Source: an optimization exercise on an open RTL-to-GDS flow (aim: small area, a short achievable clock period and few clock cycles per item). Production flows keep margins and buffers that such runs may drop. In this exercise RTL edits were held to simulation tests only and were not proved equivalent to the original. Power is estimated from default activity; no workload was simulated.

## flow/design.v (module list and top-level ports; edited modules follow where they fit)
// module fc_param_store: 106 lines
// module fc_input_buffer: 56 lines
// module fc_feat_copy: 9 lines
// module fc_ready_copy: 16 lines
// module fc_mac_engine: 7038 lines
// module fc_res_flags: 18 lines
// module fc_flags: 12 lines
// module fc_fa: 10 lines
// module fc_ha: 9 lines
// module fc_top: 64 lines
module fc_top (
   input  logic        clk,
   input  logic        rst_n,
   input  logic        beat_valid,
   input  logic [35:0] beat_lane,
   output logic        in_ready,
   input  logic        wb_cyc,
   input  logic        wb_stb,
   input  logic        wb_we,
   input  logic [8:0]  wb_adr,
   input  logic [7:0]  wb_dat_w,
   output logic        wb_ack,
   output logic [7:0]  wb_dat_r,
   output logic        res_valid,
   output logic [3:0]  res_index,
   output logic [11:0] res_value
);
  // ...
==> flow/flow/run.sh <==
#!/bin/bash
# Layout flow: the standard ORFS flow (standard.sh, which also runs the
# standard synthesis), with two changes to how the layout is made:
#  - the ports are buffered with buf_4 cells rather than the delay buffer
#    that buffer_ports picks by default (every port still gets a buffer);
#  - repair_timing is asked to keep a setup margin, so that it sizes and
#    buffers the paths it would otherwise leave alone at the 18 ns clock.
# The clock, its period and the SDC are the standard flow's, unchanged.
set -euo pipefail
bash standard.sh \
   "SETUP_SLACK_MARGIN=${FC_SETUP_MARGIN:-13.3}" \
   "BUFFER_PORTS_ARGS=-buffer_cell sky130_fd_sc_hd__buf_4" \
   finish > flow_standard.log 2>&1
==> flow/standard.sh <==
#!/bin/bash
# synth_recipe.tcl (not shown) runs the flow's synth.tcl, then flattens the netlist and writes it again
# the make line also repeats each setting of config.mk as NAME=value (left out here)
make -C /OpenROAD-flow-scripts/flow DESIGN_CONFIG=/design/flow/config.mk WORK_HOME=/design/flow/orfs CLKGATE_MAP_FILE= SYNTH_SCRIPT=/design/flow/synth_recipe.tcl "${@:-finish}"
==> flow/config.mk <==
export PLATFORM = sky130hd
export DESIGN_NAME = fc_top
export DESIGN_NICKNAME = fc_top
export VERILOG_FILES = /design/flow/design.v
export SDC_FILE = /design/flow/constraint.sdc
export NUM_CORES = 8
export LEC_CHECK = 0
export ABC_CLOCK_PERIOD_IN_PS = 3000
export CAP_MARGIN = 20
export CORE_MARGIN = 2
export CORE_UTILIZATION = 65
export CTS_CLUSTER_DIAMETER = 100
export CTS_CLUSTER_SIZE = 24
export PLACE_DENSITY = 0.74
export SLEW_MARGIN = 20
export SYNTH_HIERARCHICAL = 1
export SYNTH_MINIMUM_KEEP_SIZE = 0
==> flow/constraint.sdc <==
create_clock -name core_clock -period 18.0 [get_ports {clk}]
set_input_delay 3.6000 -clock core_clock [delete_from_list [all_inputs] [get_ports {clk}]]
set_output_delay 3.6000 -clock core_clock [all_outputs]
set_load 0.01 [all_outputs]
==> notes.md, run 1 <==
* RR Startpoint: u_param_store.ring[11][124]
* Sequential Power Share at 0.642
* GP Congestion at 1.02
* CTS tree: yes
* Setup WS post-layout at 12.86 ns
* HP Class: flip-flop to flip-flop
* Metal-1 WL at 211000 um
* Top post-synthesis cells by count: dfxtp_1 (4819), fa_1 (2600), nand2_1 (2469), and2_1 (606), inv_1 (601)
* Share of cells above drive strength 1 at 0.0746
* Met1 layer usage reported by global route at 0.498
* CTS HTree Levels at 4
* Clock group power at 5940 uW
* Starting DRC count in detailed routing at 12800
* Synth warnings at 29
* Combinational power share at 0.007
* Sequential-to-total area share from yosys stat at 0.522
* Inst Count DP at 17700
* Non-clk buf share at 0.0114
* Post-Synth Simple-Gate Area at 0.0838
* Place WS at 11.24 ns
* CTS Root Cell: clkbuf_16
* # clk buffers at 257
* Largest net degree at the start of global routing at 52
* Met2 Resource Use GR at 0.557
* Outcome: no timing/DRC/antenna violations
* Setup Buffers After CTS at 8
* Area Overhead vs Synth at 5.50%
* Commonest non-fill, non-tap cell in the layout: dfxtp_1
* Post-layout min period at 5.14 ns
* Number of global-route vias before repair at 115000
* Yosys top cell area share at 0.509
* DR vias/cell at 5.91
* Multi-input logic area at between 80000 and 90000 um2
* DR top layer: met5
* Clk cell area share at 0.0342
Testbench counts, summed over its fixed seeds: cycles 6,403, frames 384.
==> module fc_input_buffer, before the edit <==
module fc_input_buffer (
   input  logic        clk,
   input  logic        rst_n,
   input  logic        beat_valid,
   input  logic [35:0] beat_lane,
   output logic        in_ready,
   output logic [3:0]  phase,
   output logic [179:0] feat_q,
   output logic        feat_valid,
   output logic        feat_first,
   output logic        feat_last
);
   logic [3:0] ph;
   logic [3:0] beat_cnt;
   logic       rdy_q;
   logic       accept;
   logic [35:0] taken;
   assign phase    = ph;
   assign accept   = rst_n && beat_valid && rdy_q;
   always_ff @(posedge clk) begin
      ph <= ph + 4'd1;
   end
   always_ff @(posedge clk) begin
      if (!rst_n) begin
         beat_cnt   <= '0;
         rdy_q      <= (ph == 4'd15);
         feat_valid <= 1'b0;
      end else begin
         feat_valid <= accept;
         if (accept) begin
            beat_cnt <= beat_cnt + 4'd1;
         end
         rdy_q <= accept || (beat_cnt == ph + 4'd1);
      end
   end
   fc_ready_copy u_ready_out (
      .clk      (clk),
      .rst_n    (rst_n),
      .accept   (accept),
      .beat_cnt (beat_cnt),
      .ph       (ph),
      .ready_q  (in_ready)
   );
   assign taken = accept ? beat_lane : 36'd0;
   for (genvar k = 0; k < 5; k++) begin : g_copy
      fc_feat_copy u_copy (
         .clk (clk),
         .d   (taken),
         .q   (feat_q[36*k +: 36])
      );
   end
   always_ff @(posedge clk) begin
      feat_first <= (beat_cnt == 4'd0);
      feat_last  <= (beat_cnt == 4'd15);
   end
endmodule
==> module fc_top, before the edit <==
module fc_top (
   input  logic        clk,
   input  logic        rst_n,
   input  logic        beat_valid,
   input  logic [35:0] beat_lane,
   output logic        in_ready,
   input  logic        wb_cyc,
   input  logic        wb_stb,
   input  logic        wb_we,
   input  logic [8:0]  wb_adr,
   input  logic [7:0]  wb_dat_w,
   output logic        wb_ack,
   output logic [7:0]  wb_dat_r,
   output logic        res_valid,
   output logic [3:0]  res_index,
   output logic [11:0] res_value
);
   logic [3:0]   phase;
   logic [179:0] feat_q;
   logic         feat_valid;
   logic         feat_first;
   logic         feat_last;
   logic [239:0] beat_weights;
   logic [79:0]  biases;
   fc_input_buffer u_input_buffer (
      .clk        (clk),
      .rst_n      (rst_n),
      .beat_valid (beat_valid),
      .beat_lane  (beat_lane),
      .in_ready   (in_ready),
      .phase      (phase),
      .feat_q     (feat_q),
      .feat_valid (feat_valid),
      .feat_first (feat_first),
      .feat_last  (feat_last)
   );
   fc_param_store u_param_store (
      .clk          (clk),
      .rst_n        (rst_n),
      .wb_cyc       (wb_cyc),
      .wb_stb       (wb_stb),
      .wb_we        (wb_we),
      .wb_adr       (wb_adr),
      .wb_dat_w     (wb_dat_w),
      .wb_ack       (wb_ack),
      .wb_dat_r     (wb_dat_r),
      .phase        (phase),
      .beat_weights (beat_weights),
      .biases       (biases)
   );
   fc_mac_engine u_mac_engine (
      .clk          (clk),
      .rst_n        (rst_n),
      .feat_q       (feat_q),
      .feat_valid   (feat_valid),
      .feat_first   (feat_first),
      .feat_last    (feat_last),
      .beat_weights (beat_weights),
      .biases       (biases),
      .res_valid    (res_valid),
      .res_index    (res_index),
      .res_value    (res_value)
   );
endmodule
==> run 2, diff against run 1 <==
--- a/flow/design.v
+++ b/flow/design.v
@@ -113,7 +113,7 @@
    input  logic [35:0] beat_lane,
    output logic        in_ready,
    output logic [3:0]  phase,
-   output logic [179:0] feat_q,
+   output logic [107:0] feat_q,
    output logic        feat_valid,
    output logic        feat_first,
    output logic        feat_last
@@ -150,7 +150,7 @@
       .ready_q  (in_ready)
    );
    assign taken = accept ? beat_lane : 36'd0;
-   for (genvar k = 0; k < 5; k++) begin : g_copy
+   for (genvar k = 0; k < 3; k++) begin : g_copy
       fc_feat_copy u_copy (
          .clk (clk),
          .d   (taken),
@@ -191,7 +191,7 @@
 module fc_mac_engine (
    input  logic         clk,
    input  logic         rst_n,
-   input  logic [179:0] feat_q,
+   input  logic [107:0] feat_q,
    input  logic         feat_valid,
    input  logic         feat_first,
    input  logic         feat_last,
@@ -1612,15 +1612,15 @@
    logic [7:0]  w2_0;
    assign w2_0 = beat_weights[55:48];
    logic [11:0] x2_0;
-   assign x2_0 = feat_q[47:36];
+   assign x2_0 = feat_q[11:0];
    logic [7:0]  w2_1;
    assign w2_1 = beat_weights[63:56];
    logic [11:0] x2_1;
-   assign x2_1 = feat_q[59:48];
+   assign x2_1 = feat_q[23:12];
    logic [7:0]  w2_2;
    assign w2_2 = beat_weights[71:64];
    logic [11:0] x2_2;
-   assign x2_2 = feat_q[71:60];
+   assign x2_2 = feat_q[35:24];
    logic p2_0_0_0, p2_0_0_1, p2_0_0_2, p2_0_0_3, p2_0_0_4, p2_0_0_5, p2_0_0_6, p2_0_0_7;
    logic p2_0_1_0, p2_0_1_1, p2_0_1_2, p2_0_1_3, p2_0_1_4, p2_0_1_5, p2_0_1_6, p2_0_1_7;
    logic p2_0_2_0, p2_0_2_1, p2_0_2_2, p2_0_2_3, p2_0_2_4, p2_0_2_5, p2_0_2_6, p2_0_2_7;
@@ -2307,15 +2307,15 @@
    logic [7:0]  w3_0;
    assign w3_0 = beat_weights[79:72];
    logic [11:0] x3_0;
-   assign x3_0 = feat_q[47:36];
+   assign x3_0 = feat_q[11:0];
    logic [7:0]  w3_1;
    assign w3_1 = beat_weights[87:80];
    logic [11:0] x3_1;
-   assign x3_1 = feat_q[59:48];
+   assign x3_1 = feat_q[23:12];
    logic [7:0]  w3_2;
    assign w3_2 = beat_weights[95:88];
    logic [11:0] x3_2;
-   assign x3_2 = feat_q[71:60];
+   assign x3_2 = feat_q[35:24];
    logic p3_0_0_0, p3_0_0_1, p3_0_0_2, p3_0_0_3, p3_0_0_4, p3_0_0_5, p3_0_0_6, p3_0_0_7;
    logic p3_0_1_0, p3_0_1_1, p3_0_1_2, p3_0_1_3, p3_0_1_4, p3_0_1_5, p3_0_1_6, p3_0_1_7;
    logic p3_0_2_0, p3_0_2_1, p3_0_2_2, p3_0_2_3, p3_0_2_4, p3_0_2_5, p3_0_2_6, p3_0_2_7;
@@ -3002,15 +3002,15 @@
    logic [7:0]  w4_0;
    assign w4_0 = beat_weights[103:96];
    logic [11:0] x4_0;
-   assign x4_0 = feat_q[83:72];
+   assign x4_0 = feat_q[47:36];
    logic [7:0]  w4_1;
    assign w4_1 = beat_weights[111:104];
    logic [11:0] x4_1;
-   assign x4_1 = feat_q[95:84];
+   assign x4_1 = feat_q[59:48];
    logic [7:0]  w4_2;
    assign w4_2 = beat_weights[119:112];
    logic [11:0] x4_2;
-   assign x4_2 = feat_q[107:96];
+   assign x4_2 = feat_q[71:60];
    logic p4_0_0_0, p4_0_0_1, p4_0_0_2, p4_0_0_3, p4_0_0_4, p4_0_0_5, p4_0_0_6, p4_0_0_7;
    logic p4_0_1_0, p4_0_1_1, p4_0_1_2, p4_0_1_3, p4_0_1_4, p4_0_1_5, p4_0_1_6, p4_0_1_7;
    logic p4_0_2_0, p4_0_2_1, p4_0_2_2, p4_0_2_3, p4_0_2_4, p4_0_2_5, p4_0_2_6, p4_0_2_7;
@@ -3697,15 +3697,15 @@
    logic [7:0]  w5_0;
    assign w5_0 = beat_weights[127:120];
    logic [11:0] x5_0;
-   assign x5_0 = feat_q[83:72];
+   assign x5_0 = feat_q[47:36];
    logic [7:0]  w5_1;
    assign w5_1 = beat_weights[135:128];
    logic [11:0] x5_1;
-   assign x5_1 = feat_q[95:84];
+   assign x5_1 = feat_q[59:48];
    logic [7:0]  w5_2;
    assign w5_2 = beat_weights[143:136];
    logic [11:0] x5_2;
-   assign x5_2 = feat_q[107:96];
+   assign x5_2 = feat_q[71:60];
    logic p5_0_0_0, p5_0_0_1, p5_0_0_2, p5_0_0_3, p5_0_0_4, p5_0_0_5, p5_0_0_6, p5_0_0_7;
    logic p5_0_1_0, p5_0_1_1, p5_0_1_2, p5_0_1_3, p5_0_1_4, p5_0_1_5, p5_0_1_6, p5_0_1_7;
    logic p5_0_2_0, p5_0_2_1, p5_0_2_2, p5_0_2_3, p5_0_2_4, p5_0_2_5, p5_0_2_6, p5_0_2_7;
@@ -4392,15 +4392,15 @@
    logic [7:0]  w6_0;
    assign w6_0 = beat_weights[151:144];
    logic [11:0] x6_0;
-   assign x6_0 = feat_q[119:108];
+   assign x6_0 = feat_q[47:36];
    logic [7:0]  w6_1;
    assign w6_1 = beat_weights[159:152];
    logic [11:0] x6_1;
-   assign x6_1 = feat_q[131:120];
+   assign x6_1 = feat_q[59:48];
    logic [7:0]  w6_2;
    assign w6_2 = beat_weights[167:160];
    logic [11:0] x6_2;
-   assign x6_2 = feat_q[143:132];
+   assign x6_2 = feat_q[71:60];
    logic p6_0_0_0, p6_0_0_1, p6_0_0_2, p6_0_0_3, p6_0_0_4, p6_0_0_5, p6_0_0_6, p6_0_0_7;
    logic p6_0_1_0, p6_0_1_1, p6_0_1_2, p6_0_1_3, p6_0_1_4, p6_0_1_5, p6_0_1_6, p6_0_1_7;
    logic p6_0_2_0, p6_0_2_1, p6_0_2_2, p6_0_2_3, p6_0_2_4, p6_0_2_5, p6_0_2_6, p6_0_2_7;
@@ -5087,15 +5087,15 @@
    logic [7:0]  w7_0;
    assign w7_0 = beat_weights[175:168];
    logic [11:0] x7_0;
-   assign x7_0 = feat_q[119:108];
+   assign x7_0 = feat_q[83:72];
    logic [7:0]  w7_1;
    assign w7_1 = beat_weights[183:176];
    logic [11:0] x7_1;
-   assign x7_1 = feat_q[131:120];
+   assign x7_1 = feat_q[95:84];
    logic [7:0]  w7_2;
    assign w7_2 = beat_weights[191:184];
    logic [11:0] x7_2;
-   assign x7_2 = feat_q[143:132];
+   assign x7_2 = feat_q[107:96];
    logic p7_0_0_0, p7_0_0_1, p7_0_0_2, p7_0_0_3, p7_0_0_4, p7_0_0_5, p7_0_0_6, p7_0_0_7;
    logic p7_0_1_0, p7_0_1_1, p7_0_1_2, p7_0_1_3, p7_0_1_4, p7_0_1_5, p7_0_1_6, p7_0_1_7;
    logic p7_0_2_0, p7_0_2_1, p7_0_2_2, p7_0_2_3, p7_0_2_4, p7_0_2_5, p7_0_2_6, p7_0_2_7;
@@ -5782,15 +5782,15 @@
    logic [7:0]  w8_0;
    assign w8_0 = beat_weights[199:192];
    logic [11:0] x8_0;
-   assign x8_0 = feat_q[155:144];
+   assign x8_0 = feat_q[83:72];
    logic [7:0]  w8_1;
    assign w8_1 = beat_weights[207:200];
    logic [11:0] x8_1;
-   assign x8_1 = feat_q[167:156];
+   assign x8_1 = feat_q[95:84];
    logic [7:0]  w8_2;
    assign w8_2 = beat_weights[215:208];
    logic [11:0] x8_2;
-   assign x8_2 = feat_q[179:168];
+   assign x8_2 = feat_q[107:96];
    logic p8_0_0_0, p8_0_0_1, p8_0_0_2, p8_0_0_3, p8_0_0_4, p8_0_0_5, p8_0_0_6, p8_0_0_7;
    logic p8_0_1_0, p8_0_1_1, p8_0_1_2, p8_0_1_3, p8_0_1_4, p8_0_1_5, p8_0_1_6, p8_0_1_7;
    logic p8_0_2_0, p8_0_2_1, p8_0_2_2, p8_0_2_3, p8_0_2_4, p8_0_2_5, p8_0_2_6, p8_0_2_7;
@@ -6477,15 +6477,15 @@
    logic [7:0]  w9_0;
    assign w9_0 = beat_weights[223:216];
    logic [11:0] x9_0;
-   assign x9_0 = feat_q[155:144];
+   assign x9_0 = feat_q[83:72];
    logic [7:0]  w9_1;
    assign w9_1 = beat_weights[231:224];
    logic [11:0] x9_1;
-   assign x9_1 = feat_q[167:156];
+   assign x9_1 = feat_q[95:84];
    logic [7:0]  w9_2;
    assign w9_2 = beat_weights[239:232];
    logic [11:0] x9_2;
-   assign x9_2 = feat_q[179:168];
+   assign x9_2 = feat_q[107:96];
    logic p9_0_0_0, p9_0_0_1, p9_0_0_2, p9_0_0_3, p9_0_0_4, p9_0_0_5, p9_0_0_6, p9_0_0_7;
    logic p9_0_1_0, p9_0_1_1, p9_0_1_2, p9_0_1_3, p9_0_1_4, p9_0_1_5, p9_0_1_6, p9_0_1_7;
    logic p9_0_2_0, p9_0_2_1, p9_0_2_2, p9_0_2_3, p9_0_2_4, p9_0_2_5, p9_0_2_6, p9_0_2_7;
@@ -7294,7 +7294,7 @@
    output logic [11:0] res_value
 );
    logic [3:0]   phase;
-   logic [179:0] feat_q;
+   logic [107:0] feat_q;
    logic         feat_valid;
    logic         feat_first;
    logic         feat_last;
==> notes.md, run 2 <==
* Outcome: no timing/DRC/antenna violations
* Post-Synthesis Net Count at around 17000
* Final setup violation count at 0
* Skew final at 0.0728 ns
* Crit-path leading delay family: flip-flops
* Cells after Synth at 14500
* Starting DRC count in detailed routing at 11500 (-10%)
* Yosys top cell area share at 0.504 (-0.00449)
* Initial Util at 0.654
* Nets at 17000
* Largest Register: u_param_store.ring
* Unrepaired setup endpoints after global routing: yes
* Share of cells above drive strength 1 at 0.0749 (+0.000275)
* Commonest non-fill, non-tap cell in the layout: dfxtp_1
* Post-layout min period at 5.09 ns (-0.0505 ns)
* Largest regs: u_param_store.ring: 3840 flops, u_mac_engine.nacc: 190 flops, u_mac_engine.pa_q: 190 flops
* Net Sw Frac at 0.207
* Most common cell in the netlist: dfxtp_1
* Commonest non-fill, non-tap cells in the layout: dfxtp_1 (4603), fa_1 (2600), nand2_1 (2466)
* Worst slew pin tran at 1.26 ns
* # IOs at 86
* Area Overhead vs Synth at 5.39%
* Main area contributors after synthesis: dfxtp_1 (50%), fa_1 (28%), nand2_1 (4.9%)
* Row count at 197
* Mapped cell area at 188000 um2
* PD cells at 83.5 nW/um2
* Max transition margin at 0.160
* Setup_tns at 0 ns
* Slowest-stage cell, CP: dfxtp_4
* Slew Limit Fails at 0
* Max reg flops at 3840
* Largest net degree at the start of global routing at 48 (-7.7%)
* Seq cells post-synth at 4827
* Combinational power share at 0.006 (about the same)
* CTS HTree Levels at 4 (unchanged)
* Critical path startpoint category: flip-flop
* Core Box Area at 288000 um2
* Distinct cells, synth at between 90 and 100
* Critical path fanouts, max at 1
* CTS tree: yes
* Clock share of power at 0.347
* Sequential-to-total area share from yosys stat at 0.517 (-0.00441)
* Req. time, crit path at 14.40 ns
* Sw power at 3430 uW
* Via count at 108000
* Final hold viol count at 0
* CTS Root Cell: clkbuf_16
* Max-Cap Viols at 0
* Worst EP arrival at 1.49 ns
* Die H at 542 um
* CP peak stage delay at roughly 0.43 ns
* Top post-synthesis cells by count: dfxtp_1 (4747), fa_1 (2600), nand2_1 (2469), clkbuf_1 (656), and2_1 (606)
* Leak at 0.0696 uW
* Gr usage total at 0.391
* Die width at 542 um
* PortBufs at 85
* Buf/Inv on CP at 1
* Setup WS post-layout at 12.91 ns (+0.0505 ns)
* Fin crit share at 0.283
* Number of global-route vias before repair at 118000 (+2.1%)
* Clk buf depth at 4
* Inst Count DP at 17600 (-0.86%)
* Synth warnings at 29 (unchanged)
* Synth Flop Type: dfxtp_1
* Syn Area/Cell at 13.0 um2
* Reg clk slew, reported paths at 0.11 ns
* Highest Clock Rate at 196 MHz
* Largest area contributor in the netlist: dfxtp_1
* Antenna viol nets, final at 0
* Post-synth EDFFs at 80
* Peak VDD IR at 0.000135 V
* First-pass GRT wire length at 809000 um
* Cell Chain, Critical Path: buf_6
* Initial antenna violation count at ~120
* Pre-antenna DRT Iters at 9
* DRC violations left at 0
* Cell Int Power at 13100 uW
* Total gr overflow at 0
* DR vias/cell at 6.01 (+1.6%)
* Total Power at 16600 uW
* Fin cells at between 15000 and 20000
* GP Congestion at 0.987 (-2.8%)
* Place WS at 11.36 ns (+0.114 ns)
* FFs w/ async S/R, synth at 0
* Clk Latency, worst-skew pair at between 0.9 and 1 ns
* CP Class: flip-flop to output port
* CTS Buf Count at approximately 230
* Wirelength per Cell at 31.5 um
* HP Class: flip-flop to flip-flop
* Crit. End Element: output port
* Total clock sinks at 4827
* Dpl hpwl at 400000 um
* Routed wire length at 566000 um
* Post-CTS Hold Fix Bufs at 0
* Sequential Power Share at 0.648 (+0.006)
* Die area at 294000 um2
* Final hold slack at 0.281 ns
## run 2: path summary, 6_finish.rpt
path,cells after the start,endpoint,slack [ns],startpoint
worst min-delay path,0,u_param_store.ring[28][21],0.28,u_param_store.ring[28][29]
worst max register to register,7,u_mac_engine.pb_q[9][14],13.29,u_param_store.ring[29][126]
worst min register to register,0,u_param_store.ring[28][21],0.28,u_param_store.ring[28][29]
worst max-delay path,1,wb_ack,12.91,u_param_store.ack_q
## run 2: timing repair
action                                  CTS  global route
gates resized for setup                 136            84
pin swaps                                 5             6
setup buffers                             6             1
cloned                                    3             0
hold endpoints to repair                  0             0
endpoints found under the setup margin  107           131
## run 2: logic make-up after synthesis
group | Yosys count | share of synthesized area
adder cells (fa/ha/maj) | 2907 | 0.297
AND/OR/NAND/NOR | 3630 | 0.0844
flip-flops | 4827 | 0.517
XOR/XNOR | 292 | 0.0136
multiplexers | 378 | 0.0220
AO/OA/AOI/OAI | 887 | 0.0299
buffers and inverters | 1550 | 0.0361
## run 2: cell type report
class	count	area [um2]
diodes	96	240
flip-flops and latches	4827	97700
inverters	604	2290
clock inverters	37	611
repair buffers	299	2600
multi-input cells	8094	84400
fillers	19600	89600
well taps	3781	4730
clock buffers	246	5910
repair inverters	1	7.51
## run 2: stage by stage
step | utilization | cell area [um2]
final | 0.689 | 199000
after floorplan | - | 189000
after CTS | 0.687 | 198000
after detailed placement | 0.663 | 191000
after global placement | 0.663 | 191000
after global routing | 0.689 | 198000
## run 2: power groups by stage
stage                     clock network (uW)  logic (uW)  registers, uW
after floorplan                            0        49.8          11000
after global placement                     0        84.3          11000
after detailed placement                   0        84.0          11000
after CTS                               5810        93.0          10700
after global routing                    6170        98.6          10700
final                                   5740        96.2          10700
## run 2: Yosys stat by module (local to each module, per instance), a selection
module           times used  cell area, um2  flops+latches  cells inside
fc_param_store            1           89100           3995          5106
fc_mac_engine             1           43200            686          6488
fc_input_buffer           1             728             12            86
fc_feat_copy              3             721             36            36
fc_res_flags              1             131              5            10
fc_ready_copy             1             118              1            13
fc_flags                 10            40.0              2             2
fc_fa                  2600            20.0              0             1
fc_ha                    40            12.5              0             1
## run 2: metal layers
metal	up-vias	GRT usage	part of all wire
li1	43800	-	-
met1	54900	0.480	0.36
met2	7155	0.596	0.44
met3	2192	0.104	0.11
met4	36	0.293	0.093
met5	-	0	0.00042
Testbench counts of run 2, summed over its fixed seeds: cycles 6,403, frames 384.

static timing again, ports no longer ideal:
How much do the figures lean on ideal ports? The routed layouts below were timed once more, with nothing changed but the port constraints. Step 1, drivers: a clkbuf_16 drives clk and a buf_2 each remaining input, both assumed. Step 2 adds t to the input delays and takes it off the output delays; t is the mean of the earliest and latest rising clock arrival at the registers after step 1. Input paths then give back, and output paths get back, about the clock's delay inside the block. Slacks: no drivers / after step 1 / after step 2; pairs: no drivers / after step 1.
| run | t, ns | setup slack, ns | worst slew at a driven data input, ns |
|---|---|---|---|
| run 1 | 1.059 | 12.859 / 12.772 / 12.132 | 0.40 |
| run 2 | 1.026 | 12.909 / 12.801 / 11.997 | 0.42 |
After both steps setup and hold are still met in every run listed. The setup slack of run 2, which loses most, moves by -0.108 ns with the drivers and by -0.912 ns with both steps.
